What follows belongs to an exercise in optimizing a design on an open flow for small area, a short achievable clock period and few clock cycles per item; a production flow would make more cautious choices. RTL that was checked went through simulation tests only; none was proved equivalent to the original. Only the layout flow was run in run 1; the RTL was not checked for function there.

==> flow/design.v (outline; a module is shown in full before it is edited, if it fits) <==
// module iir_chan_sched: 1017 lines
// module iir_fa: 10 lines
// module iir_ha: 9 lines
module iir_chan_sched #(
    parameter int                 NCH   = 4,
    parameter int                 SHIFT = 27,
    parameter logic signed [31:0] B1    = 32'sd25109419,
    parameter logic signed [31:0] B2    = 32'sd0,
    parameter logic signed [31:0] B3    = -32'sd25109419,
    parameter logic signed [31:0] A2    = -32'sd187539761,
    parameter logic signed [31:0] A3    = 32'sd83998890,
    localparam int                CW    = $clog2(NCH)
) (
    input  logic                 clk_i,
    input  logic                 reset_i,
    input  logic                 clr_valid_i,
    input  logic [CW-1:0]        clr_ch_i,
    input  logic                 in_valid_i,
    output logic                 in_ready_o,
    input  logic signed [31:0]   in_x_i,
    input  logic [CW-1:0]        in_ch_i,
    output logic                 out_valid_o,
    input  logic                 out_ready_i,
    output logic signed [31:0]   out_y_o,
    output logic [CW-1:0]        out_ch_o
);
  // ...
==> flow/flow/run.sh <==
#!/bin/bash
set -o pipefail
bash standard.sh SETUP_SLACK_MARGIN=9.6 finish 2>&1 | tee standard_run.log
==> flow/standard.sh <==
#!/bin/bash
# synth_recipe.tcl (not shown) runs the flow's synth.tcl, then flattens the netlist and writes it again
# the make line also repeats each setting of config.mk as NAME=value (left out here)
make -C /OpenROAD-flow-scripts/flow DESIGN_CONFIG=/design/flow/config.mk WORK_HOME=/design/flow/orfs CLKGATE_MAP_FILE= SYNTH_SCRIPT=/design/flow/synth_recipe.tcl "${@:-finish}"
==> flow/config.mk <==
export PLATFORM = sky130hd
export DESIGN_NAME = iir_chan_sched
export DESIGN_NICKNAME = iir_chan_sched
export VERILOG_FILES = /design/flow/design.v
export SDC_FILE = /design/flow/constraint.sdc
export NUM_CORES = 4
export LEC_CHECK = 0
export CAP_MARGIN = 20
export CORE_MARGIN = 2
export CORE_UTILIZATION = 40
export SLEW_MARGIN = 20
export SYNTH_HIERARCHICAL = 1
==> flow/constraint.sdc <==
create_clock -name core_clock -period 14.0 [get_ports {clk_i}]
set_input_delay 2.8000 -clock core_clock [delete_from_list [all_inputs] [get_ports {clk_i}]]
set_output_delay 2.8000 -clock core_clock [all_outputs]
set_load 0.01 [all_outputs]
==> results.py, run 1 <==
metrics = {
    "drt": {
        "highest_layer": "met4",
        "via_per_inst": 5.304,
        "dr_total_vias": 33650,
    },
    "synthesis": {
        "synth_adder_area_share_pct": 34.93,
        "synth_compound_area_share_pct": 12.45,
        "synth-edff-count": 66,
    },
    "setup_path": {
        "worstPathRequired_ns": 14.61,
        "crit_family": "compound AO/OA/AOI/OAI gates",
        "endpoint_kind": "flop",
        "r2r_cells": 28,
        "reg2reg_to": "y3b_q[30]$_DFF_P_",
    },
    "clock_network": {
        "cts_hold_buf": 0,
        "post_cts_buffers": 196,
        "h-tree-depth": 3,
        "cts_tree": "done",
    },
    "floorplan": {
        "rows": 126,
    },
    "run_status": {
        "status": "finished clean",
    },
    "layout": {
        "design_area_um2": 60200,
        "seq_cells": 749,
    },
    "worst_hold_path": {
        "holdPathStages": 0,
        "hold_start": "s2_q[3][46]$_DFF_P_",
    },
    "global_route": {
        "met2_usage_pct": 37.08,
        "grt_pass1_vias": 33819,
        "busiest_layer": "met2",
    },
    "sta": {
        "finalHoldViolations": 0,
        "worst_slack_ns": 7.970,
    },
    "placed_design": {
        "gp_congestion": 0.9847,
        "dp_cells": 5861,
    },
}
==> run 2: changes to the inputs <==
--- a/flow/design.v
+++ b/flow/design.v
@@ -924,25 +924,26 @@
     assign hb_s[55] = ~(s1_rd[55] ^ pa_q[55]);
     assign hb_c[55] = s1_rd[55] | pa_q[55];
     assign hb_s[56] = s1_rd[56] ^ pa_q[56];
     assign hb_c[56] = s1_rd[56] & pa_q[56];
     assign hb_s[57] = ~(s1_rd[57] ^ pa_q[57]);
     assign hb_c[57] = s1_rd[57] | pa_q[57];
     assign hb_s[58] = s1_rd[58] ^ pa_q[58];
     assign hb_c[58] = s1_rd[58] & pa_q[58];
-    logic [W-1:0]  p, acc, s1n, s2n;
+    logic [W-1:0]  p, s1n, s2n;
     logic [31:0]   y;
     logic [33:0]   y3;
-    assign p   = tp_a + tp_b;
-    assign acc = hb_s + {hb_c[W-2:0], 1'b0};
-    assign y   = acc[W-1:SHIFT];
-    assign y3  = {{2{y[31]}}, y} + {y[31], y, 1'b0};
-    assign s1n = t1_a + t1_b;
-    assign s2n = t2_a + t2_b;
+    logic [W-1:SHIFT] acc_hi;
+    iir_add59   u_addp  (.a(tp_a), .b(tp_b), .s(p));
+    iir_add59hi u_addy  (.a(hb_s), .b({hb_c[W-2:0], 1'b0}), .s(acc_hi));
+    iir_add34x3 u_addy3 (.a({{2{y[31]}}, y}), .s(y3));
+    iir_add59   u_adds1 (.a(t1_a), .b(t1_b), .s(s1n));
+    iir_add59   u_adds2 (.a(t2_a), .b(t2_b), .s(s2n));
+    assign y = acc_hi;
     logic [2:0]  ov_q;
     logic [33:0] oe_q [3];
     logic [2:0]  ov_d;
     logic [33:0] oe_d [3];
     assign pop = ov_q[0] & out_ready_i;
     always_comb begin
         if (pop) begin
             ov_d    = {1'b0, ov_q[2:1]};
@@ -1029,8 +1030,846 @@
     input  logic a,
     input  logic b,
     output logic s,
     output logic co
 );
     assign s  = a ^ b;
     assign co = a & b;
 endmodule
+module iir_add59 (
+    input  logic [58:0] a,
+    input  logic [58:0] b,
+    output logic [58:0] s
+);
+    logic [58:0] g0, p0;
+    assign g0 = a & b;
+    assign p0 = a ^ b;
+    wire g1 = g0[1] | (p0[1] & g0[0]);
+    wire g2 = g0[3] | (p0[3] & g0[2]);
+    wire p2 = p0[3] & p0[2];
+    wire g3 = g0[5] | (p0[5] & g0[4]);
+    wire p3 = p0[5] & p0[4];
+    wire g4 = g0[7] | (p0[7] & g0[6]);
+    wire p4 = p0[7] & p0[6];
+    wire g5 = g0[9] | (p0[9] & g0[8]);
+    wire p5 = p0[9] & p0[8];
+    wire g6 = g0[11] | (p0[11] & g0[10]);
+    wire p6 = p0[11] & p0[10];
+    wire g7 = g0[13] | (p0[13] & g0[12]);
+    wire p7 = p0[13] & p0[12];
+    wire g8 = g0[15] | (p0[15] & g0[14]);
+    wire p8 = p0[15] & p0[14];
+    wire g9 = g0[17] | (p0[17] & g0[16]);
+    wire p9 = p0[17] & p0[16];
+    wire g10 = g0[19] | (p0[19] & g0[18]);
+    wire p10 = p0[19] & p0[18];
+    wire g11 = g0[21] | (p0[21] & g0[20]);
+    wire p11 = p0[21] & p0[20];
+    wire g12 = g0[23] | (p0[23] & g0[22]);
+    wire p12 = p0[23] & p0[22];
+    wire g13 = g0[25] | (p0[25] & g0[24]);
+    wire p13 = p0[25] & p0[24];
+    wire g14 = g0[27] | (p0[27] & g0[26]);
+    wire p14 = p0[27] & p0[26];
+    wire g15 = g0[29] | (p0[29] & g0[28]);
+    wire p15 = p0[29] & p0[28];
+    wire g16 = g0[31] | (p0[31] & g0[30]);
+    wire p16 = p0[31] & p0[30];
+    wire g17 = g0[33] | (p0[33] & g0[32]);
+    wire p17 = p0[33] & p0[32];
+    wire g18 = g0[35] | (p0[35] & g0[34]);
+    wire p18 = p0[35] & p0[34];
+    wire g19 = g0[37] | (p0[37] & g0[36]);
+    wire p19 = p0[37] & p0[36];
+    wire g20 = g0[39] | (p0[39] & g0[38]);
+    wire p20 = p0[39] & p0[38];
+    wire g21 = g0[41] | (p0[41] & g0[40]);
+    wire p21 = p0[41] & p0[40];
+    wire g22 = g0[43] | (p0[43] & g0[42]);
+    wire p22 = p0[43] & p0[42];
+    wire g23 = g0[45] | (p0[45] & g0[44]);
+    wire p23 = p0[45] & p0[44];
+    wire g24 = g0[47] | (p0[47] & g0[46]);
+    wire p24 = p0[47] & p0[46];
+    wire g25 = g0[49] | (p0[49] & g0[48]);
+    wire p25 = p0[49] & p0[48];
+    wire g26 = g0[51] | (p0[51] & g0[50]);
+    wire p26 = p0[51] & p0[50];
+    wire g27 = g0[53] | (p0[53] & g0[52]);
+    wire p27 = p0[53] & p0[52];
+    wire g28 = g0[55] | (p0[55] & g0[54]);
+    wire p28 = p0[55] & p0[54];
+    wire g29 = g0[57] | (p0[57] & g0[56]);
+    wire p29 = p0[57] & p0[56];
+    wire g30 = g0[2] | (p0[2] & g1);
+    wire g31 = g2 | (p2 & g1);
+    wire g32 = g0[6] | (p0[6] & g3);
+    wire p32 = p0[6] & p3;
+    wire g33 = g4 | (p4 & g3);
+    wire p33 = p4 & p3;
+    wire g34 = g0[10] | (p0[10] & g5);
+    wire p34 = p0[10] & p5;
+    wire g35 = g6 | (p6 & g5);
+    wire p35 = p6 & p5;
+    wire g36 = g0[14] | (p0[14] & g7);
+    wire p36 = p0[14] & p7;
+    wire g37 = g8 | (p8 & g7);
+    wire p37 = p8 & p7;
+    wire g38 = g0[18] | (p0[18] & g9);
+    wire p38 = p0[18] & p9;
+    wire g39 = g10 | (p10 & g9);
+    wire p39 = p10 & p9;
+    wire g40 = g0[22] | (p0[22] & g11);
+    wire p40 = p0[22] & p11;
+    wire g41 = g12 | (p12 & g11);
+    wire p41 = p12 & p11;
+    wire g42 = g0[26] | (p0[26] & g13);
+    wire p42 = p0[26] & p13;
+    wire g43 = g14 | (p14 & g13);
+    wire p43 = p14 & p13;
+    wire g44 = g0[30] | (p0[30] & g15);
+    wire p44 = p0[30] & p15;
+    wire g45 = g16 | (p16 & g15);
+    wire p45 = p16 & p15;
+    wire g46 = g0[34] | (p0[34] & g17);
+    wire p46 = p0[34] & p17;
+    wire g47 = g18 | (p18 & g17);
+    wire p47 = p18 & p17;
+    wire g48 = g0[38] | (p0[38] & g19);
+    wire p48 = p0[38] & p19;
+    wire g49 = g20 | (p20 & g19);
+    wire p49 = p20 & p19;
+    wire g50 = g0[42] | (p0[42] & g21);
+    wire p50 = p0[42] & p21;
+    wire g51 = g22 | (p22 & g21);
+    wire p51 = p22 & p21;
+    wire g52 = g0[46] | (p0[46] & g23);
+    wire p52 = p0[46] & p23;
+    wire g53 = g24 | (p24 & g23);
+    wire p53 = p24 & p23;
+    wire g54 = g0[50] | (p0[50] & g25);
+    wire p54 = p0[50] & p25;
+    wire g55 = g26 | (p26 & g25);
+    wire p55 = p26 & p25;
+    wire g56 = g0[54] | (p0[54] & g27);
+    wire p56 = p0[54] & p27;
+    wire g57 = g28 | (p28 & g27);
+    wire p57 = p28 & p27;
+    wire g58 = g0[58] | (p0[58] & g29);
+    wire p58 = p0[58] & p29;
+    wire g59 = g0[4] | (p0[4] & g31);
+    wire g60 = g3 | (p3 & g31);
+    wire g61 = g32 | (p32 & g31);
+    wire g62 = g33 | (p33 & g31);
+    wire g63 = g0[12] | (p0[12] & g35);
+    wire p63 = p0[12] & p35;
+    wire g64 = g7 | (p7 & g35);
+    wire p64 = p7 & p35;
+    wire g65 = g36 | (p36 & g35);
+    wire p65 = p36 & p35;
+    wire g66 = g37 | (p37 & g35);
+    wire p66 = p37 & p35;
+    wire g67 = g0[20] | (p0[20] & g39);
+    wire p67 = p0[20] & p39;
+    wire g68 = g11 | (p11 & g39);
+    wire p68 = p11 & p39;
+    wire g69 = g40 | (p40 & g39);
+    wire p69 = p40 & p39;
+    wire g70 = g41 | (p41 & g39);
+    wire p70 = p41 & p39;
+    wire g71 = g0[28] | (p0[28] & g43);
+    wire p71 = p0[28] & p43;
+    wire g72 = g15 | (p15 & g43);
+    wire p72 = p15 & p43;
+    wire g73 = g44 | (p44 & g43);
+    wire p73 = p44 & p43;
+    wire g74 = g45 | (p45 & g43);
+    wire p74 = p45 & p43;
+    wire g75 = g0[36] | (p0[36] & g47);
+    wire p75 = p0[36] & p47;
+    wire g76 = g19 | (p19 & g47);
+    wire p76 = p19 & p47;
+    wire g77 = g48 | (p48 & g47);
+    wire p77 = p48 & p47;
+    wire g78 = g49 | (p49 & g47);
+    wire p78 = p49 & p47;
+    wire g79 = g0[44] | (p0[44] & g51);
+    wire p79 = p0[44] & p51;
+    wire g80 = g23 | (p23 & g51);
+    wire p80 = p23 & p51;
+    wire g81 = g52 | (p52 & g51);
+    wire p81 = p52 & p51;
+    wire g82 = g53 | (p53 & g51);
+    wire p82 = p53 & p51;
+    wire g83 = g0[52] | (p0[52] & g55);
+    wire p83 = p0[52] & p55;
+    wire g84 = g27 | (p27 & g55);
+    wire p84 = p27 & p55;
+    wire g85 = g56 | (p56 & g55);
+    wire p85 = p56 & p55;
+    wire g86 = g57 | (p57 & g55);
+    wire p86 = p57 & p55;
+    wire g87 = g0[8] | (p0[8] & g62);
+    wire g88 = g5 | (p5 & g62);
+    wire g89 = g34 | (p34 & g62);
+    wire g90 = g35 | (p35 & g62);
+    wire g91 = g63 | (p63 & g62);
+    wire g92 = g64 | (p64 & g62);
+    wire g93 = g65 | (p65 & g62);
+    wire g94 = g66 | (p66 & g62);
+    wire g95 = g0[24] | (p0[24] & g70);
+    wire p95 = p0[24] & p70;
+    wire g96 = g13 | (p13 & g70);
+    wire p96 = p13 & p70;
+    wire g97 = g42 | (p42 & g70);
+    wire p97 = p42 & p70;
+    wire g98 = g43 | (p43 & g70);
+    wire p98 = p43 & p70;
+    wire g99 = g71 | (p71 & g70);
+    wire p99 = p71 & p70;
+    wire g100 = g72 | (p72 & g70);
+    wire p100 = p72 & p70;
+    wire g101 = g73 | (p73 & g70);
+    wire p101 = p73 & p70;
+    wire g102 = g74 | (p74 & g70);
+    wire p102 = p74 & p70;
+    wire g103 = g0[40] | (p0[40] & g78);
+    wire p103 = p0[40] & p78;
+    wire g104 = g21 | (p21 & g78);
+    wire p104 = p21 & p78;
+    wire g105 = g50 | (p50 & g78);
+    wire p105 = p50 & p78;
+    wire g106 = g51 | (p51 & g78);
+    wire p106 = p51 & p78;
+    wire g107 = g79 | (p79 & g78);
+    wire p107 = p79 & p78;
+    wire g108 = g80 | (p80 & g78);
+    wire p108 = p80 & p78;
+    wire g109 = g81 | (p81 & g78);
+    wire p109 = p81 & p78;
+    wire g110 = g82 | (p82 & g78);
+    wire p110 = p82 & p78;
+    wire g111 = g0[56] | (p0[56] & g86);
+    wire p111 = p0[56] & p86;
+    wire g112 = g29 | (p29 & g86);
+    wire p112 = p29 & p86;
+    wire g113 = g58 | (p58 & g86);
+    wire p113 = p58 & p86;
+    wire g114 = g0[16] | (p0[16] & g94);
+    wire g115 = g9 | (p9 & g94);
+    wire g116 = g38 | (p38 & g94);
+    wire g117 = g39 | (p39 & g94);
+    wire g118 = g67 | (p67 & g94);
+    wire g119 = g68 | (p68 & g94);
+    wire g120 = g69 | (p69 & g94);
+    wire g121 = g70 | (p70 & g94);
+    wire g122 = g95 | (p95 & g94);
+    wire g123 = g96 | (p96 & g94);
+    wire g124 = g97 | (p97 & g94);
+    wire g125 = g98 | (p98 & g94);
+    wire g126 = g99 | (p99 & g94);
+    wire g127 = g100 | (p100 & g94);
+    wire g128 = g101 | (p101 & g94);
+    wire g129 = g102 | (p102 & g94);
+    wire g130 = g0[48] | (p0[48] & g110);
+    wire p130 = p0[48] & p110;
+    wire g131 = g25 | (p25 & g110);
+    wire p131 = p25 & p110;
+    wire g132 = g54 | (p54 & g110);
+    wire p132 = p54 & p110;
+    wire g133 = g55 | (p55 & g110);
+    wire p133 = p55 & p110;
+    wire g134 = g83 | (p83 & g110);
+    wire p134 = p83 & p110;
+    wire g135 = g84 | (p84 & g110);
+    wire p135 = p84 & p110;
+    wire g136 = g85 | (p85 & g110);
+    wire p136 = p85 & p110;
+    wire g137 = g86 | (p86 & g110);
+    wire p137 = p86 & p110;
+    wire g138 = g111 | (p111 & g110);
+    wire p138 = p111 & p110;
+    wire g139 = g112 | (p112 & g110);
+    wire p139 = p112 & p110;
+    wire g140 = g113 | (p113 & g110);
+    wire p140 = p113 & p110;
+    wire g141 = g0[32] | (p0[32] & g129);
+    wire g142 = g17 | (p17 & g129);
+    wire g143 = g46 | (p46 & g129);
+    wire g144 = g47 | (p47 & g129);
+    wire g145 = g75 | (p75 & g129);
+    wire g146 = g76 | (p76 & g129);
+    wire g147 = g77 | (p77 & g129);
+    wire g148 = g78 | (p78 & g129);
+    wire g149 = g103 | (p103 & g129);
+    wire g150 = g104 | (p104 & g129);
+    wire g151 = g105 | (p105 & g129);
+    wire g152 = g106 | (p106 & g129);
+    wire g153 = g107 | (p107 & g129);
+    wire g154 = g108 | (p108 & g129);
+    wire g155 = g109 | (p109 & g129);
+    wire g156 = g110 | (p110 & g129);
+    wire g157 = g130 | (p130 & g129);
+    wire g158 = g131 | (p131 & g129);
+    wire g159 = g132 | (p132 & g129);
+    wire g160 = g133 | (p133 & g129);
+    wire g161 = g134 | (p134 & g129);
+    wire g162 = g135 | (p135 & g129);
+    wire g163 = g136 | (p136 & g129);
+    wire g164 = g137 | (p137 & g129);
+    wire g165 = g138 | (p138 & g129);
+    wire g166 = g139 | (p139 & g129);
+    wire g167 = g140 | (p140 & g129);
+    assign s[0] = p0[0];
+    assign s[1] = p0[1] ^ g0[0];
+    assign s[2] = p0[2] ^ g1;
+    assign s[3] = p0[3] ^ g30;
+    assign s[4] = p0[4] ^ g31;
+    assign s[5] = p0[5] ^ g59;
+    assign s[6] = p0[6] ^ g60;
+    assign s[7] = p0[7] ^ g61;
+    assign s[8] = p0[8] ^ g62;
+    assign s[9] = p0[9] ^ g87;
+    assign s[10] = p0[10] ^ g88;
+    assign s[11] = p0[11] ^ g89;
+    assign s[12] = p0[12] ^ g90;
+    assign s[13] = p0[13] ^ g91;
+    assign s[14] = p0[14] ^ g92;
+    assign s[15] = p0[15] ^ g93;
+    assign s[16] = p0[16] ^ g94;
+    assign s[17] = p0[17] ^ g114;
+    assign s[18] = p0[18] ^ g115;
+    assign s[19] = p0[19] ^ g116;
+    assign s[20] = p0[20] ^ g117;
+    assign s[21] = p0[21] ^ g118;
+    assign s[22] = p0[22] ^ g119;
+    assign s[23] = p0[23] ^ g120;
+    assign s[24] = p0[24] ^ g121;
+    assign s[25] = p0[25] ^ g122;
+    assign s[26] = p0[26] ^ g123;
+    assign s[27] = p0[27] ^ g124;
+    assign s[28] = p0[28] ^ g125;
+    assign s[29] = p0[29] ^ g126;
+    assign s[30] = p0[30] ^ g127;
+    assign s[31] = p0[31] ^ g128;
+    assign s[32] = p0[32] ^ g129;
+    assign s[33] = p0[33] ^ g141;
+    assign s[34] = p0[34] ^ g142;
+    assign s[35] = p0[35] ^ g143;
+    assign s[36] = p0[36] ^ g144;
+    assign s[37] = p0[37] ^ g145;
+    assign s[38] = p0[38] ^ g146;
+    assign s[39] = p0[39] ^ g147;
+    assign s[40] = p0[40] ^ g148;
+    assign s[41] = p0[41] ^ g149;
+    assign s[42] = p0[42] ^ g150;
+    assign s[43] = p0[43] ^ g151;
+    assign s[44] = p0[44] ^ g152;
+    assign s[45] = p0[45] ^ g153;
+    assign s[46] = p0[46] ^ g154;
+    assign s[47] = p0[47] ^ g155;
+    assign s[48] = p0[48] ^ g156;
+    assign s[49] = p0[49] ^ g157;
+    assign s[50] = p0[50] ^ g158;
+    assign s[51] = p0[51] ^ g159;
+    assign s[52] = p0[52] ^ g160;
+    assign s[53] = p0[53] ^ g161;
+    assign s[54] = p0[54] ^ g162;
+    assign s[55] = p0[55] ^ g163;
+    assign s[56] = p0[56] ^ g164;
+    assign s[57] = p0[57] ^ g165;
+    assign s[58] = p0[58] ^ g166;
+endmodule
+module iir_add59hi (
+    input  logic [58:0] a,
+    input  logic [58:0] b,
+    output logic [58:27] s
+);
+    logic [58:0] g0, p0;
+    assign g0 = a & b;
+    assign p0 = a ^ b;
+    wire g1 = g0[1] | (p0[1] & g0[0]);
+    wire g2 = g0[3] | (p0[3] & g0[2]);
+    wire p2 = p0[3] & p0[2];
+    wire g3 = g0[5] | (p0[5] & g0[4]);
+    wire p3 = p0[5] & p0[4];
+    wire g4 = g0[7] | (p0[7] & g0[6]);
+    wire p4 = p0[7] & p0[6];
+    wire g5 = g0[9] | (p0[9] & g0[8]);
+    wire p5 = p0[9] & p0[8];
+    wire g6 = g0[11] | (p0[11] & g0[10]);
+    wire p6 = p0[11] & p0[10];
+    wire g7 = g0[13] | (p0[13] & g0[12]);
+    wire p7 = p0[13] & p0[12];
+    wire g8 = g0[15] | (p0[15] & g0[14]);
+    wire p8 = p0[15] & p0[14];
+    wire g9 = g0[17] | (p0[17] & g0[16]);
+    wire p9 = p0[17] & p0[16];
+    wire g10 = g0[19] | (p0[19] & g0[18]);
+    wire p10 = p0[19] & p0[18];
+    wire g11 = g0[21] | (p0[21] & g0[20]);
+    wire p11 = p0[21] & p0[20];
+    wire g12 = g0[23] | (p0[23] & g0[22]);
+    wire p12 = p0[23] & p0[22];
+    wire g13 = g0[25] | (p0[25] & g0[24]);
+    wire p13 = p0[25] & p0[24];
+    wire g14 = g0[27] | (p0[27] & g0[26]);
+    wire p14 = p0[27] & p0[26];
+    wire g15 = g0[29] | (p0[29] & g0[28]);
+    wire p15 = p0[29] & p0[28];
+    wire g16 = g0[31] | (p0[31] & g0[30]);
+    wire p16 = p0[31] & p0[30];
+    wire g17 = g0[33] | (p0[33] & g0[32]);
+    wire p17 = p0[33] & p0[32];
+    wire g18 = g0[35] | (p0[35] & g0[34]);
+    wire p18 = p0[35] & p0[34];
+    wire g19 = g0[37] | (p0[37] & g0[36]);
+    wire p19 = p0[37] & p0[36];
+    wire g20 = g0[39] | (p0[39] & g0[38]);
+    wire p20 = p0[39] & p0[38];
+    wire g21 = g0[41] | (p0[41] & g0[40]);
+    wire p21 = p0[41] & p0[40];
+    wire g22 = g0[43] | (p0[43] & g0[42]);
+    wire p22 = p0[43] & p0[42];
+    wire g23 = g0[45] | (p0[45] & g0[44]);
+    wire p23 = p0[45] & p0[44];
+    wire g24 = g0[47] | (p0[47] & g0[46]);
+    wire p24 = p0[47] & p0[46];
+    wire g25 = g0[49] | (p0[49] & g0[48]);
+    wire p25 = p0[49] & p0[48];
+    wire g26 = g0[51] | (p0[51] & g0[50]);
+    wire p26 = p0[51] & p0[50];
+    wire g27 = g0[53] | (p0[53] & g0[52]);
+    wire p27 = p0[53] & p0[52];
+    wire g28 = g0[55] | (p0[55] & g0[54]);
+    wire p28 = p0[55] & p0[54];
+    wire g29 = g0[57] | (p0[57] & g0[56]);
+    wire p29 = p0[57] & p0[56];
+    wire g30 = g0[2] | (p0[2] & g1);
+    wire g31 = g2 | (p2 & g1);
+    wire g32 = g0[6] | (p0[6] & g3);
+    wire p32 = p0[6] & p3;
+    wire g33 = g4 | (p4 & g3);
+    wire p33 = p4 & p3;
+    wire g34 = g0[10] | (p0[10] & g5);
+    wire p34 = p0[10] & p5;
+    wire g35 = g6 | (p6 & g5);
+    wire p35 = p6 & p5;
+    wire g36 = g0[14] | (p0[14] & g7);
+    wire p36 = p0[14] & p7;
+    wire g37 = g8 | (p8 & g7);
+    wire p37 = p8 & p7;
+    wire g38 = g0[18] | (p0[18] & g9);
+    wire p38 = p0[18] & p9;
+    wire g39 = g10 | (p10 & g9);
+    wire p39 = p10 & p9;
+    wire g40 = g0[22] | (p0[22] & g11);
+    wire p40 = p0[22] & p11;
+    wire g41 = g12 | (p12 & g11);
+    wire p41 = p12 & p11;
+    wire g42 = g0[26] | (p0[26] & g13);
+    wire p42 = p0[26] & p13;
+    wire g43 = g14 | (p14 & g13);
+    wire p43 = p14 & p13;
+    wire g44 = g0[30] | (p0[30] & g15);
+    wire p44 = p0[30] & p15;
+    wire g45 = g16 | (p16 & g15);
+    wire p45 = p16 & p15;
+    wire g46 = g0[34] | (p0[34] & g17);
+    wire p46 = p0[34] & p17;
+    wire g47 = g18 | (p18 & g17);
+    wire p47 = p18 & p17;
+    wire g48 = g0[38] | (p0[38] & g19);
+    wire p48 = p0[38] & p19;
+    wire g49 = g20 | (p20 & g19);
+    wire p49 = p20 & p19;
+    wire g50 = g0[42] | (p0[42] & g21);
+    wire p50 = p0[42] & p21;
+    wire g51 = g22 | (p22 & g21);
+    wire p51 = p22 & p21;
+    wire g52 = g0[46] | (p0[46] & g23);
+    wire p52 = p0[46] & p23;
+    wire g53 = g24 | (p24 & g23);
+    wire p53 = p24 & p23;
+    wire g54 = g0[50] | (p0[50] & g25);
+    wire p54 = p0[50] & p25;
+    wire g55 = g26 | (p26 & g25);
+    wire p55 = p26 & p25;
+    wire g56 = g0[54] | (p0[54] & g27);
+    wire p56 = p0[54] & p27;
+    wire g57 = g28 | (p28 & g27);
+    wire p57 = p28 & p27;
+    wire g58 = g0[58] | (p0[58] & g29);
+    wire p58 = p0[58] & p29;
+    wire g59 = g0[4] | (p0[4] & g31);
+    wire g60 = g3 | (p3 & g31);
+    wire g61 = g32 | (p32 & g31);
+    wire g62 = g33 | (p33 & g31);
+    wire g63 = g0[12] | (p0[12] & g35);
+    wire p63 = p0[12] & p35;
+    wire g64 = g7 | (p7 & g35);
+    wire p64 = p7 & p35;
+    wire g65 = g36 | (p36 & g35);
+    wire p65 = p36 & p35;
+    wire g66 = g37 | (p37 & g35);
+    wire p66 = p37 & p35;
+    wire g67 = g0[20] | (p0[20] & g39);
+    wire p67 = p0[20] & p39;
+    wire g68 = g11 | (p11 & g39);
+    wire p68 = p11 & p39;
+    wire g69 = g40 | (p40 & g39);
+    wire p69 = p40 & p39;
+    wire g70 = g41 | (p41 & g39);
+    wire p70 = p41 & p39;
+    wire g71 = g0[28] | (p0[28] & g43);
+    wire p71 = p0[28] & p43;
+    wire g72 = g15 | (p15 & g43);
+    wire p72 = p15 & p43;
+    wire g73 = g44 | (p44 & g43);
+    wire p73 = p44 & p43;
+    wire g74 = g45 | (p45 & g43);
+    wire p74 = p45 & p43;
+    wire g75 = g0[36] | (p0[36] & g47);
+    wire p75 = p0[36] & p47;
+    wire g76 = g19 | (p19 & g47);
+    wire p76 = p19 & p47;
+    wire g77 = g48 | (p48 & g47);
+    wire p77 = p48 & p47;
+    wire g78 = g49 | (p49 & g47);
+    wire p78 = p49 & p47;
+    wire g79 = g0[44] | (p0[44] & g51);
+    wire p79 = p0[44] & p51;
+    wire g80 = g23 | (p23 & g51);
+    wire p80 = p23 & p51;
+    wire g81 = g52 | (p52 & g51);
+    wire p81 = p52 & p51;
+    wire g82 = g53 | (p53 & g51);
+    wire p82 = p53 & p51;
+    wire g83 = g0[52] | (p0[52] & g55);
+    wire p83 = p0[52] & p55;
+    wire g84 = g27 | (p27 & g55);
+    wire p84 = p27 & p55;
+    wire g85 = g56 | (p56 & g55);
+    wire p85 = p56 & p55;
+    wire g86 = g57 | (p57 & g55);
+    wire p86 = p57 & p55;
+    wire g87 = g0[8] | (p0[8] & g62);
+    wire g88 = g5 | (p5 & g62);
+    wire g89 = g34 | (p34 & g62);
+    wire g90 = g35 | (p35 & g62);
+    wire g91 = g63 | (p63 & g62);
+    wire g92 = g64 | (p64 & g62);
+    wire g93 = g65 | (p65 & g62);
+    wire g94 = g66 | (p66 & g62);
+    wire g95 = g0[24] | (p0[24] & g70);
+    wire p95 = p0[24] & p70;
+    wire g96 = g13 | (p13 & g70);
+    wire p96 = p13 & p70;
+    wire g97 = g42 | (p42 & g70);
+    wire p97 = p42 & p70;
+    wire g98 = g43 | (p43 & g70);
+    wire p98 = p43 & p70;
+    wire g99 = g71 | (p71 & g70);
+    wire p99 = p71 & p70;
+    wire g100 = g72 | (p72 & g70);
+    wire p100 = p72 & p70;
+    wire g101 = g73 | (p73 & g70);
+    wire p101 = p73 & p70;
+    wire g102 = g74 | (p74 & g70);
+    wire p102 = p74 & p70;
+    wire g103 = g0[40] | (p0[40] & g78);
+    wire p103 = p0[40] & p78;
+    wire g104 = g21 | (p21 & g78);
+    wire p104 = p21 & p78;
+    wire g105 = g50 | (p50 & g78);
+    wire p105 = p50 & p78;
+    wire g106 = g51 | (p51 & g78);
+    wire p106 = p51 & p78;
+    wire g107 = g79 | (p79 & g78);
+    wire p107 = p79 & p78;
+    wire g108 = g80 | (p80 & g78);
+    wire p108 = p80 & p78;
+    wire g109 = g81 | (p81 & g78);
+    wire p109 = p81 & p78;
+    wire g110 = g82 | (p82 & g78);
+    wire p110 = p82 & p78;
+    wire g111 = g0[56] | (p0[56] & g86);
+    wire p111 = p0[56] & p86;
+    wire g112 = g29 | (p29 & g86);
+    wire p112 = p29 & p86;
+    wire g113 = g58 | (p58 & g86);
+    wire p113 = p58 & p86;
+    wire g114 = g0[16] | (p0[16] & g94);
+    wire g115 = g9 | (p9 & g94);
+    wire g116 = g38 | (p38 & g94);
+    wire g117 = g39 | (p39 & g94);
+    wire g118 = g67 | (p67 & g94);
+    wire g119 = g68 | (p68 & g94);
+    wire g120 = g69 | (p69 & g94);
+    wire g121 = g70 | (p70 & g94);
+    wire g122 = g95 | (p95 & g94);
+    wire g123 = g96 | (p96 & g94);
+    wire g124 = g97 | (p97 & g94);
+    wire g125 = g98 | (p98 & g94);
+    wire g126 = g99 | (p99 & g94);
+    wire g127 = g100 | (p100 & g94);
+    wire g128 = g101 | (p101 & g94);
+    wire g129 = g102 | (p102 & g94);
+    wire g130 = g0[48] | (p0[48] & g110);
+    wire p130 = p0[48] & p110;
+    wire g131 = g25 | (p25 & g110);
+    wire p131 = p25 & p110;
+    wire g132 = g54 | (p54 & g110);
+    wire p132 = p54 & p110;
+    wire g133 = g55 | (p55 & g110);
+    wire p133 = p55 & p110;
+    wire g134 = g83 | (p83 & g110);
+    wire p134 = p83 & p110;
+    wire g135 = g84 | (p84 & g110);
+    wire p135 = p84 & p110;
+    wire g136 = g85 | (p85 & g110);
+    wire p136 = p85 & p110;
+    wire g137 = g86 | (p86 & g110);
+    wire p137 = p86 & p110;
+    wire g138 = g111 | (p111 & g110);
+    wire p138 = p111 & p110;
+    wire g139 = g112 | (p112 & g110);
+    wire p139 = p112 & p110;
+    wire g140 = g113 | (p113 & g110);
+    wire p140 = p113 & p110;
+    wire g141 = g0[32] | (p0[32] & g129);
+    wire g142 = g17 | (p17 & g129);
+    wire g143 = g46 | (p46 & g129);
+    wire g144 = g47 | (p47 & g129);
+    wire g145 = g75 | (p75 & g129);
+    wire g146 = g76 | (p76 & g129);
+    wire g147 = g77 | (p77 & g129);
+    wire g148 = g78 | (p78 & g129);
+    wire g149 = g103 | (p103 & g129);
+    wire g150 = g104 | (p104 & g129);
+    wire g151 = g105 | (p105 & g129);
+    wire g152 = g106 | (p106 & g129);
+    wire g153 = g107 | (p107 & g129);
+    wire g154 = g108 | (p108 & g129);
+    wire g155 = g109 | (p109 & g129);
+    wire g156 = g110 | (p110 & g129);
+    wire g157 = g130 | (p130 & g129);
+    wire g158 = g131 | (p131 & g129);
+    wire g159 = g132 | (p132 & g129);
+    wire g160 = g133 | (p133 & g129);
+    wire g161 = g134 | (p134 & g129);
+    wire g162 = g135 | (p135 & g129);
+    wire g163 = g136 | (p136 & g129);
+    wire g164 = g137 | (p137 & g129);
+    wire g165 = g138 | (p138 & g129);
+    wire g166 = g139 | (p139 & g129);
+    wire g167 = g140 | (p140 & g129);
+    assign s[27] = p0[27] ^ g124;
+    assign s[28] = p0[28] ^ g125;
+    assign s[29] = p0[29] ^ g126;
+    assign s[30] = p0[30] ^ g127;
+    assign s[31] = p0[31] ^ g128;
+    assign s[32] = p0[32] ^ g129;
+    assign s[33] = p0[33] ^ g141;
+    assign s[34] = p0[34] ^ g142;
+    assign s[35] = p0[35] ^ g143;
+    assign s[36] = p0[36] ^ g144;
+    assign s[37] = p0[37] ^ g145;
+    assign s[38] = p0[38] ^ g146;
+    assign s[39] = p0[39] ^ g147;
+    assign s[40] = p0[40] ^ g148;
+    assign s[41] = p0[41] ^ g149;
+    assign s[42] = p0[42] ^ g150;
+    assign s[43] = p0[43] ^ g151;
+    assign s[44] = p0[44] ^ g152;
+    assign s[45] = p0[45] ^ g153;
+    assign s[46] = p0[46] ^ g154;
+    assign s[47] = p0[47] ^ g155;
+    assign s[48] = p0[48] ^ g156;
+    assign s[49] = p0[49] ^ g157;
+    assign s[50] = p0[50] ^ g158;
+    assign s[51] = p0[51] ^ g159;
+    assign s[52] = p0[52] ^ g160;
+    assign s[53] = p0[53] ^ g161;
+    assign s[54] = p0[54] ^ g162;
+    assign s[55] = p0[55] ^ g163;
+    assign s[56] = p0[56] ^ g164;
+    assign s[57] = p0[57] ^ g165;
+    assign s[58] = p0[58] ^ g166;
+endmodule
+module iir_add34x3 (
+    input  logic [33:0] a,
+    output logic [33:0] s
+);
+    logic [33:0] b;
+    assign b = {a[32:0], 1'b0};
+    logic [33:0] g0, p0;
+    assign g0 = a & b;
+    assign p0 = a ^ b;
+    wire g1 = g0[1] | (p0[1] & g0[0]);
+    wire g2 = g0[3] | (p0[3] & g0[2]);
+    wire p2 = p0[3] & p0[2];
+    wire g3 = g0[5] | (p0[5] & g0[4]);
+    wire p3 = p0[5] & p0[4];
+    wire g4 = g0[7] | (p0[7] & g0[6]);
+    wire p4 = p0[7] & p0[6];
+    wire g5 = g0[9] | (p0[9] & g0[8]);
+    wire p5 = p0[9] & p0[8];
+    wire g6 = g0[11] | (p0[11] & g0[10]);
+    wire p6 = p0[11] & p0[10];
+    wire g7 = g0[13] | (p0[13] & g0[12]);
+    wire p7 = p0[13] & p0[12];
+    wire g8 = g0[15] | (p0[15] & g0[14]);
+    wire p8 = p0[15] & p0[14];
+    wire g9 = g0[17] | (p0[17] & g0[16]);
+    wire p9 = p0[17] & p0[16];
+    wire g10 = g0[19] | (p0[19] & g0[18]);
+    wire p10 = p0[19] & p0[18];
+    wire g11 = g0[21] | (p0[21] & g0[20]);
+    wire p11 = p0[21] & p0[20];
+    wire g12 = g0[23] | (p0[23] & g0[22]);
+    wire p12 = p0[23] & p0[22];
+    wire g13 = g0[25] | (p0[25] & g0[24]);
+    wire p13 = p0[25] & p0[24];
+    wire g14 = g0[27] | (p0[27] & g0[26]);
+    wire p14 = p0[27] & p0[26];
+    wire g15 = g0[29] | (p0[29] & g0[28]);
+    wire p15 = p0[29] & p0[28];
+    wire g16 = g0[31] | (p0[31] & g0[30]);
+    wire p16 = p0[31] & p0[30];
+    wire g17 = g0[33] | (p0[33] & g0[32]);
+    wire p17 = p0[33] & p0[32];
+    wire g18 = g0[2] | (p0[2] & g1);
+    wire g19 = g2 | (p2 & g1);
+    wire g20 = g0[6] | (p0[6] & g3);
+    wire p20 = p0[6] & p3;
+    wire g21 = g4 | (p4 & g3);
+    wire p21 = p4 & p3;
+    wire g22 = g0[10] | (p0[10] & g5);
+    wire p22 = p0[10] & p5;
+    wire g23 = g6 | (p6 & g5);
+    wire p23 = p6 & p5;
+    wire g24 = g0[14] | (p0[14] & g7);
+    wire p24 = p0[14] & p7;
+    wire g25 = g8 | (p8 & g7);
+    wire p25 = p8 & p7;
+    wire g26 = g0[18] | (p0[18] & g9);
+    wire p26 = p0[18] & p9;
+    wire g27 = g10 | (p10 & g9);
+    wire p27 = p10 & p9;
+    wire g28 = g0[22] | (p0[22] & g11);
+    wire p28 = p0[22] & p11;
+    wire g29 = g12 | (p12 & g11);
+    wire p29 = p12 & p11;
+    wire g30 = g0[26] | (p0[26] & g13);
+    wire p30 = p0[26] & p13;
+    wire g31 = g14 | (p14 & g13);
+    wire p31 = p14 & p13;
+    wire g32 = g0[30] | (p0[30] & g15);
+    wire p32 = p0[30] & p15;
+    wire g33 = g16 | (p16 & g15);
+    wire p33 = p16 & p15;
+    wire g34 = g0[4] | (p0[4] & g19);
+    wire g35 = g3 | (p3 & g19);
+    wire g36 = g20 | (p20 & g19);
+    wire g37 = g21 | (p21 & g19);
+    wire g38 = g0[12] | (p0[12] & g23);
+    wire p38 = p0[12] & p23;
+    wire g39 = g7 | (p7 & g23);
+    wire p39 = p7 & p23;
+    wire g40 = g24 | (p24 & g23);
+    wire p40 = p24 & p23;
+    wire g41 = g25 | (p25 & g23);
+    wire p41 = p25 & p23;
+    wire g42 = g0[20] | (p0[20] & g27);
+    wire p42 = p0[20] & p27;
+    wire g43 = g11 | (p11 & g27);
+    wire p43 = p11 & p27;
+    wire g44 = g28 | (p28 & g27);
+    wire p44 = p28 & p27;
+    wire g45 = g29 | (p29 & g27);
+    wire p45 = p29 & p27;
+    wire g46 = g0[28] | (p0[28] & g31);
+    wire p46 = p0[28] & p31;
+    wire g47 = g15 | (p15 & g31);
+    wire p47 = p15 & p31;
+    wire g48 = g32 | (p32 & g31);
+    wire p48 = p32 & p31;
+    wire g49 = g33 | (p33 & g31);
+    wire p49 = p33 & p31;
+    wire g50 = g0[8] | (p0[8] & g37);
+    wire g51 = g5 | (p5 & g37);
+    wire g52 = g22 | (p22 & g37);
+    wire g53 = g23 | (p23 & g37);
+    wire g54 = g38 | (p38 & g37);
+    wire g55 = g39 | (p39 & g37);
+    wire g56 = g40 | (p40 & g37);
+    wire g57 = g41 | (p41 & g37);
+    wire g58 = g0[24] | (p0[24] & g45);
+    wire p58 = p0[24] & p45;
+    wire g59 = g13 | (p13 & g45);
+    wire p59 = p13 & p45;
+    wire g60 = g30 | (p30 & g45);
+    wire p60 = p30 & p45;
+    wire g61 = g31 | (p31 & g45);
+    wire p61 = p31 & p45;
+    wire g62 = g46 | (p46 & g45);
+    wire p62 = p46 & p45;
+    wire g63 = g47 | (p47 & g45);
+    wire p63 = p47 & p45;
+    wire g64 = g48 | (p48 & g45);
+    wire p64 = p48 & p45;
+    wire g65 = g49 | (p49 & g45);
+    wire p65 = p49 & p45;
+    wire g66 = g0[16] | (p0[16] & g57);
+    wire g67 = g9 | (p9 & g57);
+    wire g68 = g26 | (p26 & g57);
+    wire g69 = g27 | (p27 & g57);
+    wire g70 = g42 | (p42 & g57);
+    wire g71 = g43 | (p43 & g57);
+    wire g72 = g44 | (p44 & g57);
+    wire g73 = g45 | (p45 & g57);
+    wire g74 = g58 | (p58 & g57);
+    wire g75 = g59 | (p59 & g57);
+    wire g76 = g60 | (p60 & g57);
+    wire g77 = g61 | (p61 & g57);
+    wire g78 = g62 | (p62 & g57);
+    wire g79 = g63 | (p63 & g57);
+    wire g80 = g64 | (p64 & g57);
+    wire g81 = g65 | (p65 & g57);
+    wire g82 = g0[32] | (p0[32] & g81);
+    wire g83 = g17 | (p17 & g81);
+    assign s[0] = p0[0];
+    assign s[1] = p0[1] ^ g0[0];
+    assign s[2] = p0[2] ^ g1;
+    assign s[3] = p0[3] ^ g18;
+    assign s[4] = p0[4] ^ g19;
+    assign s[5] = p0[5] ^ g34;
+    assign s[6] = p0[6] ^ g35;
+    assign s[7] = p0[7] ^ g36;
+    assign s[8] = p0[8] ^ g37;
+    assign s[9] = p0[9] ^ g50;
+    assign s[10] = p0[10] ^ g51;
+    assign s[11] = p0[11] ^ g52;
+    assign s[12] = p0[12] ^ g53;
+    assign s[13] = p0[13] ^ g54;
+    assign s[14] = p0[14] ^ g55;
+    assign s[15] = p0[15] ^ g56;
+    assign s[16] = p0[16] ^ g57;
+    assign s[17] = p0[17] ^ g66;
+    assign s[18] = p0[18] ^ g67;
+    assign s[19] = p0[19] ^ g68;
+    assign s[20] = p0[20] ^ g69;
+    assign s[21] = p0[21] ^ g70;
+    assign s[22] = p0[22] ^ g71;
+    assign s[23] = p0[23] ^ g72;
+    assign s[24] = p0[24] ^ g73;
+    assign s[25] = p0[25] ^ g74;
+    assign s[26] = p0[26] ^ g75;
+    assign s[27] = p0[27] ^ g76;
+    assign s[28] = p0[28] ^ g77;
+    assign s[29] = p0[29] ^ g78;
+    assign s[30] = p0[30] ^ g79;
+    assign s[31] = p0[31] ^ g80;
+    assign s[32] = p0[32] ^ g81;
+    assign s[33] = p0[33] ^ g82;
+endmodule
==> flow/run.sh (new file) <==
#!/bin/bash
# synth_recipe.tcl (not shown) runs the flow's synth.tcl, then flattens the netlist and writes it again
# the make line also repeats each setting of config.mk as NAME=value (left out here)
make -C /OpenROAD-flow-scripts/flow DESIGN_CONFIG=/design/flow/config.mk WORK_HOME=/design/flow/orfs CLKGATE_MAP_FILE= SYNTH_SCRIPT=/design/flow/synth_recipe.tcl finish
removed: flow/flow/run.sh
removed: flow/standard.sh
==> results.py, run 2 <==
metrics = {
    "drt": {
        "drtIter0Drc": 1571,
        "drcViolationCount": 0,
        "drt_wl_total_mm": 113.8,
        "dr_total_vias": 26774,
        "via_per_inst": 4.972,
        "wl_per_cell_um": 21.13,
        "ant_nets": 0,
        "drtPass1Iterations": 5,
    },
    "clock_network": {
        "clk_path_buf_depth": 3,
        "post_cts_buffers": 0,
        "cts_hold_buf": 0,
        "clk_latency_ns": 0.65,
        "cts_resized": 0,
        "cts.clk_slew.worst_paths_ns": 0.06,
        "h-tree-depth": 3,
        "cts_inserted_buffers": 80,
        "cts_sinks": 753,
        "cts_tree": "done",
        "cts_root_buffer": "clkbuf_16",
    },
    "layout": {
        "mostFrequentLayoutCell": "dfxtp_1",
        "synthToLayoutAreaGrowth_pct": 12.12,
        "drive_gt1_share_pct": 11.43,
        "largestRegisters": "s1_q: 236 flops, s2_q: 236 flops, oe_q: 102 flops",
        "layout_common_cells": "670 x dfxtp_1, 608 x fa_1, 398 x ha_1",
        "diodes": 0,
        "nNetsFinal": 4866,
        "final_util_pct": 45.18,
    },
    "synthesis": {
        "synth-xor-area-share_pct": 3.946,
        "synth_compound_area_share_pct": 7.453,
        "yosysWarnings": 11,
        "yosysMostFrequentCell": "dfxtp_1",
        "yosysTopAreaCellShare_pct": 29.62,
        "yosys_register_bits": 753,
        "ys_seq_area_share_pct": 34.96,
        "synth_simple_gate_area_share_pct": 6.246,
        "synth_area_leaders": "dfxtp_1 30%, fa_1 27%, ha_1 11%",
        "async_flop_share_pct": 2.258,
        "synthTopCellsByCount": "670 x dfxtp_1, 608 x fa_1, 398 x ha_1",
        "synth-edff-count": 66,
        "syn_inst": 3673,
        "ys_types": 95,
        "synth_top_family_by_area": "adder cells",
        "avgSynthCellArea_um2": 12.33,
        "synthFlopType": "dfxtp_1",
        "synth_area_um2": 45280,
        "synth_adder_area_share_pct": 37.90,
        "synth_top_cell_by_area": "dfxtp_1",
        "synthMuxAreaShare_pct": 6.002,
    },
    "floorplan": {
        "initial_utilization_pct": 40.30,
        "dieArea_um2": 115900,
        "fp.dieW_um": 340.4,
        "rows": 123,
        "fp.coreArea_um2": 112300,
        "die_height_um": 340.4,
        "pin_count": 77,
    },
    "sta": {
        "tns_ns": 0,
        "setup_viol": 0,
        "relSlewSlack_pct": 23.01,
        "final_max_slew_viol_count": 0,
        "rsz0062_at_grt": "false",
        "max_freq_ghz": 0.1344,
        "final.setup_skew_ns": 0.02643,
        "post-route-min-period_ns": 7.439,
        "finalHoldViolations": 0,
        "fin_crit_sh_pct": 53.13,
        "worst_pin_slew_ns": 1.145,
    },
    "setup_path": {
        "worstPathRequired_ns": 14.53,
        "path_max_fanout": 59,
        "critPathKind": "flop to flop",
        "endpoint_kind": "flop",
        "r2r_cells": 22,
        "arrival_ns": 7.97,
        "startpoint_type": "flop",
    },
    "global_route": {
        "grt_pass1_wl_mm": 175.7,
        "antenna_found_initial": 1,
        "grt_max_degree": 69,
        "grt.overflow.total": 0,
        "grt_pass1_vias": 27935,
        "grt.total_usage_pct": 20.10,
    },
    "placed_design": {
        "portBuffers": 76,
        "dpl.hpwl_mm": 91.19,
        "gp_congestion": 1.021,
    },
    "run": {
        "maxCapViolCount": 0,
    },
    "run_status": {
        "status": "finished clean",
    },
    "worst_hold_path": {
        "holdPathStages": 0,
        "hp-class": "flop to flop",
    },
}
run 2: area by class of cell:
class,count,area (um2)
clock buffers,113,2404
clock inverters,35,365.4
well taps,1500,1877
inverters,351,1331
fillers,10265,61580
multi-input cells,2521,27920
repair buffers,112,1031
flip-flops and latches,753,15830
run 2: routing by layer:
metal	routed length, um	vias up	part of all wire [%]	GRT usage, %
met2	47520	749	42	29.64
met4	5624	0	4.9	8.691
met1	54160	13099	48	28.91
met5	0	-	0	0
li1	-	12685	-	-
met3	6488	241	5.7	3.664
run 2: worst paths after layout:
check / startpoint / to / slack, ns
max in group asynchronous: reset_i / va_q$_DFF_PP0_ / 10.80
max reg2reg: z_q[1]$_DFF_PP1_ / y3b_q[33]$_DFF_P_ / 6.56
min: s2_q[0][23]$_DFF_P_ / s2_q[1][23]$_DFF_P_ / 0.32
min in group asynchronous: reset_i / hv_q$_DFF_PP0_ / 2.63
min reg2reg: s2_q[0][23]$_DFF_P_ / s2_q[1][23]$_DFF_P_ / 0.32
max: z_q[1]$_DFF_PP1_ / y3b_q[33]$_DFF_P_ / 6.56
run 2: logic make-up (layout without fill, tap and decap cells):
logic type      Yosys count  after routing
flops                   753            753
fa+ha+maj              1007           1007
buf+inv                 408            611
other cells               1             10
xor+xnor                204            204
mux                     249            249
compound gates          505            505
simple gates            546            546
run 2: critical path: stages (launching register included):
cell and delay, ns:
dfstp_2 0.53, buf_4 0.46, or2_2 0.22, ha_1 0.22, ha_1 0.32, nand4_1 0.17, nor4_1 0.46, o2111ai_1 0.29
a21oi_1 0.33, nor4_2 0.15, o31ai_1 0.38, a21oi_1 0.21, o311ai_1 0.85, ha_1 0.43, a21o_1 0.19, a21o_1 0.22
a2111oi_4 0.39, o21ai_0 0.14, o211ai_1 0.40, a21oi_1 0.18, a21o_1 0.22, fa_1 0.37, xnor2_1 0.13
run 2: through the flow:
| stage | std cells | setup slack, ns | hold slack, ns | instance area (um2) |
|---|---|---|---|---|
| floorplan | 3682 | 7.658 | 0.3096 | 45310 |
| global placement | 5237 | 6.808 | 0.3095 | 47990 |
| detailed placement | 5237 | 6.560 | 0.3121 | 47990 |
| CTS | 5385 | 6.536 | 0.3177 | 50760 |
| global route | 5385 | 5.895 | 0.3227 | 50760 |
| finish | 5385 | 6.561 | 0.3211 | 50760 |
run 2: Yosys stat by module (local to each module, per instance):
module / cells inside / cell area, um2
iir_add59: 308 / 2387
iir_ha: 1 / 12.51
iir_chan_sched: 1665 / 22090
iir_fa: 1 / 20.02
iir_add59hi: 242 / 1933
iir_add34x3: 179 / 1408
Testbench counts of run 2, summed over its fixed seeds: cycles 3,224, items 3,200.
==> run 3: changes to the inputs <==
==> flow/flow/run.sh (new file) <==
#!/bin/bash
set -o pipefail
bash standard.sh SETUP_SLACK_MARGIN=9.5 TNS_END_PERCENT=5 finish 2>&1 | tee standard_run.log
==> flow/standard.sh (new file) <==
#!/bin/bash
# synth_recipe.tcl (not shown) runs the flow's synth.tcl, then flattens the netlist and writes it again
# the make line also repeats each setting of config.mk as NAME=value (left out here)
make -C /OpenROAD-flow-scripts/flow DESIGN_CONFIG=/design/flow/config.mk WORK_HOME=/design/flow/orfs CLKGATE_MAP_FILE= SYNTH_SCRIPT=/design/flow/synth_recipe.tcl "${@:-finish}"
removed: flow/run.sh
==> results.py, run 3 <==
metrics = {
    "run_status": {
        "status": "finished clean",
    },
    "global_route": {
        "grt_max_degree": 69,
        "grt.overflow.total": 0,
        "grt.total_usage_pct": 20.85,
        "grt_pass1_vias": 28796,
        "grt_pass1_wl_mm": 181.2,
        "antenna_found_initial": 0,
    },
    "setup_path": {
        "slowest_stage": "fa_2",
        "max_stage_delay_ns": 0.63,
        "cp_num_buf_inv": 6,
        "arrival_ns": 6.36,
        "worstPathRequired_ns": 14.51,
        "crit_top_cell": "ha_4",
        "critPathKind": "flop to flop",
        "crit_family": "compound AO/OA/AOI/OAI gates",
        "endpoint_kind": "flop",
        "r2r-start": "z_q[1]$_DFF_PP1_",
        "startpoint_type": "flop",
        "path_max_fanout": 6,
        "reg2reg_to": "y3b_q[32]$_DFF_P_",
        "r2r_cells": 24,
        "crit_chain": "buf_8 > buf_12 > or2_4 > ha_4 > ha_4 > and3_4 > a221o_1 > a31oi_1 > nor2b_2 > nor4_4 > buf_6 > clkinvlp_4 > fa_2 > buf_6 > ha_4 > o21a_1 > o21a_1 > o311ai_4 > a211oi_2 > o211ai_1 > buf_4 > a21oi_4 > a21o_1 > fa_2",
        "regToRegSetupSlack_ns": 8.14,
    },
    "synthesis": {
        "synth_top_cell_by_area": "dfxtp_1",
        "synth_area_leaders": "dfxtp_1 30%, fa_1 27%, ha_1 11%",
        "async_flop_share_pct": 2.258,
        "ys_seq_area_share_pct": 34.96,
        "avgSynthCellArea_um2": 12.33,
        "synth_area_um2": 45280,
        "ys_types": 95,
        "yosysTopAreaCellShare_pct": 29.62,
        "yosys_register_bits": 753,
        "synth-edff-count": 66,
        "syn_inst": 3673,
        "synthTopCellsByCount": "670 x dfxtp_1, 608 x fa_1, 398 x ha_1",
        "synthFlopType": "dfxtp_1",
        "yosysMostFrequentCell": "dfxtp_1",
        "yosysWarnings": 11,
    },
    "drt": {
        "drcViolationCount": 0,
        "wl_per_cell_um": 21.61,
        "drt_wl_total_mm": 119.3,
        "via_per_inst": 4.988,
        "drtPass1Iterations": 5,
        "drtIter0Drc": 1625,
        "ant_nets": 0,
        "dr_total_vias": 27527,
    },
    "sta": {
        "tns_ns": 0,
        "rsz0062_at_grt": "true",
        "finalHoldViolations": 0,
        "post-route-min-period_ns": 5.856,
        "final_max_slew_viol_count": 0,
        "fin_crit_sh_pct": 41.83,
        "setup_viol": 0,
        "whs_ns": 0.3168,
        "relSlewSlack_pct": 36.38,
        "max_freq_ghz": 0.1708,
        "final.setup_skew_ns": 0.02539,
        "worst_pin_slew_ns": 0.9543,
        "worst_slack_ns": 8.144,
    },
    "layout": {
        "synthToLayoutAreaGrowth_pct": 18.19,
        "diodes": 0,
        "nNetsFinal": 5004,
        "design_area_um2": 53510,
        "layout_common_cells": "642 x dfxtp_1, 601 x fa_1, 352 x ha_1",
        "instances_no_fill": 5519,
        "final_util_pct": 47.63,
        "mostFrequentLayoutCell": "dfxtp_1",
        "n_fill_cell": 10085,
        "drive_gt1_share_pct": 19.36,
        "largestRegisters": "s1_q: 236 flops, s2_q: 236 flops, oe_q: 102 flops",
    },
    "worst_hold_path": {
        "holdPathStages": 0,
        "holdPathEnd": "s2_q[0][6]$_DFF_P_",
        "hold_start": "s2_q[3][6]$_DFF_P_",
        "hp-class": "flop to flop",
    },
    "placed_design": {
        "gp_congestion": 0.9859,
        "dpl.hpwl_mm": 92.25,
        "dp_cells": 5234,
        "placed_area_um2": 48210,
        "portBuffers": 76,
        "place_ws_ns": 7.186,
    },
    "floorplan": {
        "pin_count": 77,
        "fp.coreArea_um2": 112300,
        "initial_utilization_pct": 40.30,
        "fp.dieW_um": 340.4,
        "die_height_um": 340.4,
        "rows": 123,
        "dieArea_um2": 115900,
    },
    "clock_network": {
        "cts_root_buffer": "clkbuf_16",
        "cts_tree": "done",
        "clk_latency_ns": 0.64,
        "h-tree-depth": 3,
        "cts.clk_slew.worst_paths_ns": 0.06,
        "cts_hold_buf": 0,
        "cts_inserted_buffers": 78,
        "cts_sinks": 753,
        "clk_path_buf_depth": 3,
    },
    "run": {
        "maxCapViolCount": 0,
    },
}
run 3: cell counts after synthesis:
Identical to the previous run, type by type.
run 3: modules after synthesis (local to each module, per instance):
module | area [um2] | flip-flops and latches
iir_ha | 12.51 | 0
iir_add59hi | 1933 | 0
iir_chan_sched | 22090 | 753
iir_add59 | 2387 | 0
iir_fa | 20.02 | 0
iir_add34x3 | 1408 | 0
run 3: cell type report:
class	count	area, um2	area share (%)
multi-input combinational	2521	29410	54.96
inverter	351	1418	2.649
clock inverter	39	455.4	0.8511
clock buffer	103	2178	4.071
timing repair buffer	252	2301	4.300
tap	1500	1877	3.507
sequential	753	15880	29.67
run 3: cell families (layout without fill, tap and decap cells):
logic type / count (synthesis) / after routing / synth area share [%]
compound gates: 505 / 505 / 7.453
flops: 753 / 753 / 34.96
buf+inv: 408 / 745 / 3.479
other cells: 1 / 10 / 0.008283
mux: 249 / 249 / 6.002
xor+xnor: 204 / 204 / 3.946
fa+ha+maj: 1007 / 1007 / 37.90
simple gates: 546 / 546 / 6.246
run 3: timing repair:
action	CTS	global route
buffers inserted	51	89
gates resized for setup	144	122
pin swaps	45	47
gates cloned	3	0
setup endpoints to repair	211	177
run 3: layer usage:
metal / vias up / global-route usage, % / wire (um)
li1: 12939 / - / -
met1: 13572 / 29.59 / 55650
met2: 768 / 31.38 / 51250
met3: 248 / 3.742 / 6823
met4: 0 / 8.728 / 5542
met5: - / 0 / 0
run 3: worst max path at each step:
stage / endpoint / depth (start not counted) / from
3_5_place_dp: y3b_q[33]$_DFF_P_ / 22 / z_q[1]$_DFF_PP1_
5_1_grt: y3b_q[32]$_DFF_P_ / 25 / z_q[1]$_DFF_PP1_
2_1_floorplan: y3b_q[33]$_DFF_P_ / 22 / z_q[1]$_DFF_PP1_
4_1_cts: pa_q[53]$_DFF_P_ / 15 / hx_q[19]$_DFFE_PN_
6_report: y3b_q[32]$_DFF_P_ / 24 / z_q[1]$_DFF_PP1_
3_3_place_gp: y3b_q[33]$_DFF_P_ / 20 / z_q[1]$_DFF_PP1_

==> afterwards: timing with drivers on the ports <==
The results above use ideal ports. As a check the final layouts listed here were re-extracted and re-timed, cells and wires unchanged.
Step 1: set_driving_cell puts a clkbuf_16 on clk_i and a buf_2 on each other input, an assumption about the parent block.
Step 2 moves the port delays by t, midway between the first and last clock arrival at a register: inputs arrive t later, outputs are due t later. That takes back most of the time a late clock gives input paths.
a / b / c = no drivers / after step 1 / after step 2; a / b = the first two.
run | shift t [ns] | setup slack, ns | hold WS [ns] | worst setup path after step 2 | worst register clock-pin slew, ns
run 1 | 0.751 | 7.970 / 7.970 / 7.970 | 0.315 / 0.315 / 0.315 | register to register | 0.07 / 0.07
run 2 | 0.697 | 6.561 / 6.561 / 6.561 | 0.321 / 0.321 / 0.321 | register to register | 0.07 / 0.07
run 3 | 0.692 | 8.144 / 8.144 / 8.144 | 0.317 / 0.317 / 0.317 | register to register | 0.07 / 0.07
After both steps every run listed still meets setup and hold.
